Background: an optimization exercise with open tools, aiming at small area and a short achievable clock period. Do not read the settings as production practice.
Only simulation tests tie the RTL to the original design; equivalence was not proved.
Power and IR drop assume default switching activity.

Design mem_responder, start of the top module:
module mem_responder #(
    parameter int DEPTH_WORDS = 64,
    parameter int WAIT_STATES = 2,
    parameter int ADDR_W      = 32
) (
    input  logic              clk,
    input  logic              reset,
    input  logic              req,
    input  logic              we,
    input  logic [ADDR_W-1:0] addr,
    input  logic [mem_pkg::WORD_W-1:0] wdata,
    input  logic [mem_pkg::BE_W-1:0]   be,
    output logic [mem_pkg::WORD_W-1:0] rdata,
    output logic              ready,
    output logic              err,
    output logic              busy
);
Size: ~2200 flip-flops, ~0.077 mm² of cells after synthesis.
==> module mem_responder, before the edit <==
module mem_responder #(
    parameter int DEPTH_WORDS = 64,
    parameter int WAIT_STATES = 2,
    parameter int ADDR_W      = 32
) (
    input  logic              clk,
    input  logic              reset,
    input  logic              req,
    input  logic              we,
    input  logic [ADDR_W-1:0] addr,
    input  logic [mem_pkg::WORD_W-1:0] wdata,
    input  logic [mem_pkg::BE_W-1:0]   be,
    output logic [mem_pkg::WORD_W-1:0] rdata,
    output logic              ready,
    output logic              err,
    output logic              busy
);
    localparam int IW = $clog2(DEPTH_WORDS);
    logic [mem_pkg::BE_W-1:0] be_w;
    assign be_w = be;
    logic                       busy_q, ready_q, err_q;
    logic [WAIT_STATES:1]       stage_q;     
    logic                       ok_q;        
    logic [DEPTH_WORDS-1:0]     sel_q;       
    logic [mem_pkg::BE_W-1:0]   wbe_q;       
    logic [mem_pkg::WORD_W-1:0] wdata_q;
    logic [mem_pkg::WORD_W-1:0] rd_q;        
    logic [mem_pkg::WORD_W-1:0] rdata_q;     
    logic [mem_pkg::WORD_W-1:0] ram_rdata;
    logic                       acc, ok, busy_d;
    assign acc = req && !busy_q;
    assign ok  = mem_pkg::addr_ok(mem_pkg::MAX_AW'(addr), DEPTH_WORDS);
    always_ff @(posedge clk or negedge reset) begin
        if (!reset) begin
            busy_q  <= 1'b0;
            stage_q <= '0;
            ready_q <= 1'b0;
            err_q   <= 1'b0;
        end else begin
            busy_q  <= busy_d;
            stage_q <= {stage_q[WAIT_STATES-1:1], acc};
            ready_q <= stage_q[WAIT_STATES];
            err_q   <= stage_q[WAIT_STATES] && !ok_q;
        end
    end
    assign busy_d = acc || (|stage_q);
    mem_flag u_busy (
        .clk_i   (clk),
        .rst_ni  (reset),
        .d_i     (busy_d),
        .q_o     (busy)
    );
    always_ff @(posedge clk) begin
        if (!busy_q) begin
            ok_q <= ok;
        end
    end
    always_ff @(posedge clk or negedge reset) begin
        if (!reset) begin
            wbe_q <= '0;
        end else begin
            wbe_q <= (acc && we && ok) ? be_w : '0;
        end
    end
    always_ff @(posedge clk) begin
        for (int w = 0; w < DEPTH_WORDS; w++) begin
            sel_q[w] <= ok && (addr[IW+1:2] == IW'(w));
        end
        wdata_q <= wdata;
        rd_q    <= ram_rdata;
        rdata_q <= rd_q;
    end
    mem_array #(
        .DEPTH (DEPTH_WORDS),
        .IW    (IW)
    ) u_array (
        .clk_i   (clk),
        .wsel_i  (sel_q),
        .wbe_i   (wbe_q),
        .wdata_i (wdata_q),
        .rsel_i  (sel_q),
        .rdata_o (ram_rdata)
    );
    assign rdata = rdata_q;
    assign ready = ready_q;
    assign err   = err_q;
endmodule
==> module mem_flag, before the edit <==
module mem_flag (
    input  logic clk_i,
    input  logic rst_ni,
    input  logic d_i,
    output logic q_o
);
    always_ff @(posedge clk_i or negedge rst_ni) begin
        if (!rst_ni) begin
            q_o <= 1'b0;
        end else begin
            q_o <= d_i;
        end
    end
endmodule
Settings: LEC_CHECK=0, CAP_MARGIN=20, CORE_MARGIN=2, CORE_UTILIZATION=55, CTS_BUF_LIST=sky130_fd_sc_hd__clkbuf_16, CTS_CLUSTER_DIAMETER=100, CTS_CLUSTER_SIZE=25, SETUP_SLACK_MARGIN=3.0, SLEW_MARGIN=20, SYNTH_HIERARCHICAL=1, SYNTH_MINIMUM_KEEP_SIZE=0; clock period 5.0 ns.
run.sh (not shown) runs the stock make flow with config.mk's settings and CLKGATE_MAP_FILE= SYNTH_SCRIPT=/design/flow/synth_recipe.tcl, a recipe that flattens the netlist after the stock synthesis.
Next try:
--- a/flow/design.v
+++ b/flow/design.v
@@ -120,33 +120,26 @@
     logic [mem_pkg::BE_W-1:0]   wbe_q;       
     logic [mem_pkg::WORD_W-1:0] wdata_q;
     logic [mem_pkg::WORD_W-1:0] rd_q;        
     logic [mem_pkg::WORD_W-1:0] rdata_q;     
     logic [mem_pkg::WORD_W-1:0] ram_rdata;
-    logic                       acc, ok, busy_d;
+    logic                       acc, ok;
     assign acc = req && !busy_q;
     assign ok  = mem_pkg::addr_ok(mem_pkg::MAX_AW'(addr), DEPTH_WORDS);
     always_ff @(posedge clk or negedge reset) begin
         if (!reset) begin
             busy_q  <= 1'b0;
             stage_q <= '0;
             ready_q <= 1'b0;
             err_q   <= 1'b0;
         end else begin
-            busy_q  <= busy_d;
+            busy_q  <= acc || (|stage_q);
             stage_q <= {stage_q[WAIT_STATES-1:1], acc};
             ready_q <= stage_q[WAIT_STATES];
             err_q   <= stage_q[WAIT_STATES] && !ok_q;
         end
     end
-    assign busy_d = acc || (|stage_q);
-    mem_flag u_busy (
-        .clk_i   (clk),
-        .rst_ni  (reset),
-        .d_i     (busy_d),
-        .q_o     (busy)
-    );
     always_ff @(posedge clk) begin
         if (!busy_q) begin
             ok_q <= ok;
         end
     end
@@ -177,20 +170,7 @@
         .rdata_o (ram_rdata)
     );
     assign rdata = rdata_q;
     assign ready = ready_q;
     assign err   = err_q;
+    assign busy  = busy_q;
 endmodule
-module mem_flag (
-    input  logic clk_i,
-    input  logic rst_ni,
-    input  logic d_i,
-    output logic q_o
-);
-    always_ff @(posedge clk_i or negedge rst_ni) begin
-        if (!rst_ni) begin
-            q_o <= 1'b0;
-        end else begin
-            q_o <= d_i;
-        end
-    end
-endmodule
Combinational power climbs by a few percent.
Clock-buffer cell count stays the same.
Total power hardly moves.
Worst setup slack improves by 0.010 ns.
Register-to-register slack degrades by 0.02 ns.
Final cell count climbs slightly.
Wire length climbs by about a fifth.
Final area climbs slightly.
Fmax climbs slightly.
Utilization climbs by 0.26 points.
Global-route usage climbs by 4.4 points.

---

mem_responder, a different RTL version from the one above (not shown whole).
For scale: ~0.077 sq mm of cells after synthesis.
==> module mem_responder, before the edit <==
module mem_responder #(
    parameter int DEPTH_WORDS = 64,
    parameter int WAIT_STATES = 2,
    parameter int ADDR_W      = 32
) (
    input  logic              clk,
    input  logic              reset,
    input  logic              req,
    input  logic              we,
    input  logic [ADDR_W-1:0] addr,
    input  logic [mem_pkg::WORD_W-1:0] wdata,
    input  logic [mem_pkg::BE_W-1:0]   be,
    output logic [mem_pkg::WORD_W-1:0] rdata,
    output logic              ready,
    output logic              err,
    output logic              busy
);
    localparam int IW = $clog2(DEPTH_WORDS);
    logic [mem_pkg::BE_W-1:0] be_w;
    assign be_w = be;
    logic                       busy_q, ready_q, err_q;
    logic [WAIT_STATES:1]       stage_q;     
    logic [7:0]                 hi_q, lo_q;  
    logic                       ok_q;
    logic [DEPTH_WORDS-1:0]     row;         
    logic [DEPTH_WORDS-1:0]     rsel_q;      
    logic [mem_pkg::BE_W-1:0]   wbe_q;       
    logic [mem_pkg::WORD_W-1:0] wdata_q;
    logic [mem_pkg::WORD_W-1:0] rdata_q;
    logic [mem_pkg::WORD_W-1:0] ram_rdata;
    logic                       acc, ok;
    assign acc = req && !busy_q;
    assign ok  = mem_pkg::addr_ok(mem_pkg::MAX_AW'(addr), DEPTH_WORDS);
    always_ff @(posedge clk or negedge reset) begin
        if (!reset) begin
            busy_q  <= 1'b0;
            stage_q <= '0;
            ready_q <= 1'b0;
            err_q   <= 1'b0;
        end else begin
            busy_q  <= acc || (|stage_q);
            stage_q <= {stage_q[WAIT_STATES-1:1], acc};
            ready_q <= stage_q[WAIT_STATES];
            err_q   <= stage_q[WAIT_STATES] && !ok_q;
        end
    end
    always_ff @(posedge clk) begin
        if (!busy_q) begin
            hi_q  <= 8'(1) << addr[7:5];
            lo_q  <= 8'(1) << addr[4:2];
            ok_q  <= ok;
        end
    end
    always_comb begin
        for (int w = 0; w < DEPTH_WORDS; w++) row[w] = hi_q[w/8] && lo_q[w%8];
    end
    always_ff @(posedge clk or negedge reset) begin
        if (!reset) begin
            wbe_q <= '0;
        end else begin
            wbe_q <= (acc && we && ok) ? be_w : '0;
        end
    end
    always_ff @(posedge clk) begin
        wdata_q <= wdata;
    end
    always_ff @(posedge clk) begin
        rsel_q  <= ok_q ? row : '0;
        rdata_q <= ram_rdata;
    end
    mem_array #(
        .DEPTH (DEPTH_WORDS),
        .IW    (IW)
    ) u_array (
        .clk_i   (clk),
        .wsel_i  (row),
        .wbe_i   (wbe_q),
        .wdata_i (wdata_q),
        .rsel_i  (rsel_q),
        .rdata_o (ram_rdata)
    );
    assign rdata = rdata_q;
    assign ready = ready_q;
    assign err   = err_q;
    assign busy  = busy_q;
endmodule
clock: 5.0 ns
lec_check: 0
cap_margin: 20
core_margin: 2
core_utilization: 55
cts_buf_list: sky130_fd_sc_hd__clkbuf_16
cts_cluster_diameter: 100
cts_cluster_size: 20
setup_slack_margin: 3.0
slew_margin: 20
synth_hierarchical: 1
synth_minimum_keep_size: 0
The baseline completed with no timing, DRC or antenna violations.
Edit:
--- a/flow/design.v
+++ b/flow/design.v
@@ -112,19 +112,18 @@
 );
     localparam int IW = $clog2(DEPTH_WORDS);
     logic [mem_pkg::BE_W-1:0] be_w;
     assign be_w = be;
     logic                       busy_q, ready_q, err_q;
     logic [WAIT_STATES:1]       stage_q;     
-    logic [7:0]                 hi_q, lo_q;  
-    logic                       ok_q;
-    logic [DEPTH_WORDS-1:0]     row;         
-    logic [DEPTH_WORDS-1:0]     rsel_q;      
+    logic                       ok_q;        
+    logic [DEPTH_WORDS-1:0]     sel_q;       
     logic [mem_pkg::BE_W-1:0]   wbe_q;       
     logic [mem_pkg::WORD_W-1:0] wdata_q;
-    logic [mem_pkg::WORD_W-1:0] rdata_q;
+    logic [mem_pkg::WORD_W-1:0] rd_q;        
+    logic [mem_pkg::WORD_W-1:0] rdata_q;     
     logic [mem_pkg::WORD_W-1:0] ram_rdata;
     logic                       acc, ok;
     assign acc = req && !busy_q;
     assign ok  = mem_pkg::addr_ok(mem_pkg::MAX_AW'(addr), DEPTH_WORDS);
     always_ff @(posedge clk or negedge reset) begin
         if (!reset) begin
@@ -138,43 +137,39 @@
             ready_q <= stage_q[WAIT_STATES];
             err_q   <= stage_q[WAIT_STATES] && !ok_q;
         end
     end
     always_ff @(posedge clk) begin
         if (!busy_q) begin
-            hi_q  <= 8'(1) << addr[7:5];
-            lo_q  <= 8'(1) << addr[4:2];
-            ok_q  <= ok;
+            ok_q <= ok;
         end
-    end
-    always_comb begin
-        for (int w = 0; w < DEPTH_WORDS; w++) row[w] = hi_q[w/8] && lo_q[w%8];
     end
     always_ff @(posedge clk or negedge reset) begin
         if (!reset) begin
             wbe_q <= '0;
         end else begin
             wbe_q <= (acc && we && ok) ? be_w : '0;
         end
     end
     always_ff @(posedge clk) begin
+        for (int w = 0; w < DEPTH_WORDS; w++) begin
+            sel_q[w] <= ok && (addr[IW+1:2] == IW'(w));
+        end
         wdata_q <= wdata;
-    end
-    always_ff @(posedge clk) begin
-        rsel_q  <= ok_q ? row : '0;
-        rdata_q <= ram_rdata;
+        rd_q    <= ram_rdata;
+        rdata_q <= rd_q;
     end
     mem_array #(
         .DEPTH (DEPTH_WORDS),
         .IW    (IW)
     ) u_array (
         .clk_i   (clk),
-        .wsel_i  (row),
+        .wsel_i  (sel_q),
         .wbe_i   (wbe_q),
         .wdata_i (wdata_q),
-        .rsel_i  (rsel_q),
+        .rsel_i  (sel_q),
         .rdata_o (ram_rdata)
     );
     assign rdata = rdata_q;
     assign ready = ready_q;
     assign err   = err_q;
     assign busy  = busy_q;
=> Clock power is about the same. Via count rose by 0.70%. Global-route usage goes down by 0.30 points. Count of clock-buffer cells in the layout goes up by 3. Setup slack gets better by 0.060 ns. Core utilization is higher by 0.36 points. Design area grows by 0.58%. Register-to-register slack gains 0.03 ns. Routed wire length grows by 1.4%.

## static timing again, ports no longer ideal
The flow's constraints put no driver on any port. The routed layouts listed below were extracted and timed again, unchanged, in two steps. Step 1 assumes that a clkbuf_16 drives the clock port and a buf_2 every other input. Step 2 also shifts input and output timing later by t, the mid clock arrival at the registers, as if the neighbouring blocks saw the same clock. a / b / c = no drivers / after step 1 / after step 2; a / b = the first two.
run	t, ns	setup slack, ns	hold slack, ns
the first run of note 1	0.796	2.750 / 2.681 / 2.279	0.331 / 0.331 / 0.331
the second run of note 1	0.806	2.760 / 2.681 / 2.245	0.331 / 0.331 / 0.331
the first run of note 2	0.837	2.667 / 2.586 / 2.553	0.387 / 0.387 / 0.387
the second run of note 2	0.830	2.727 / 2.650 / 2.170	0.335 / 0.335 / 0.335
After both steps setup and hold are still met in every run listed. For the second run of note 2, which loses most, drivers alone change the setup slack by -0.077 ns; drivers and shift together by -0.557 ns.
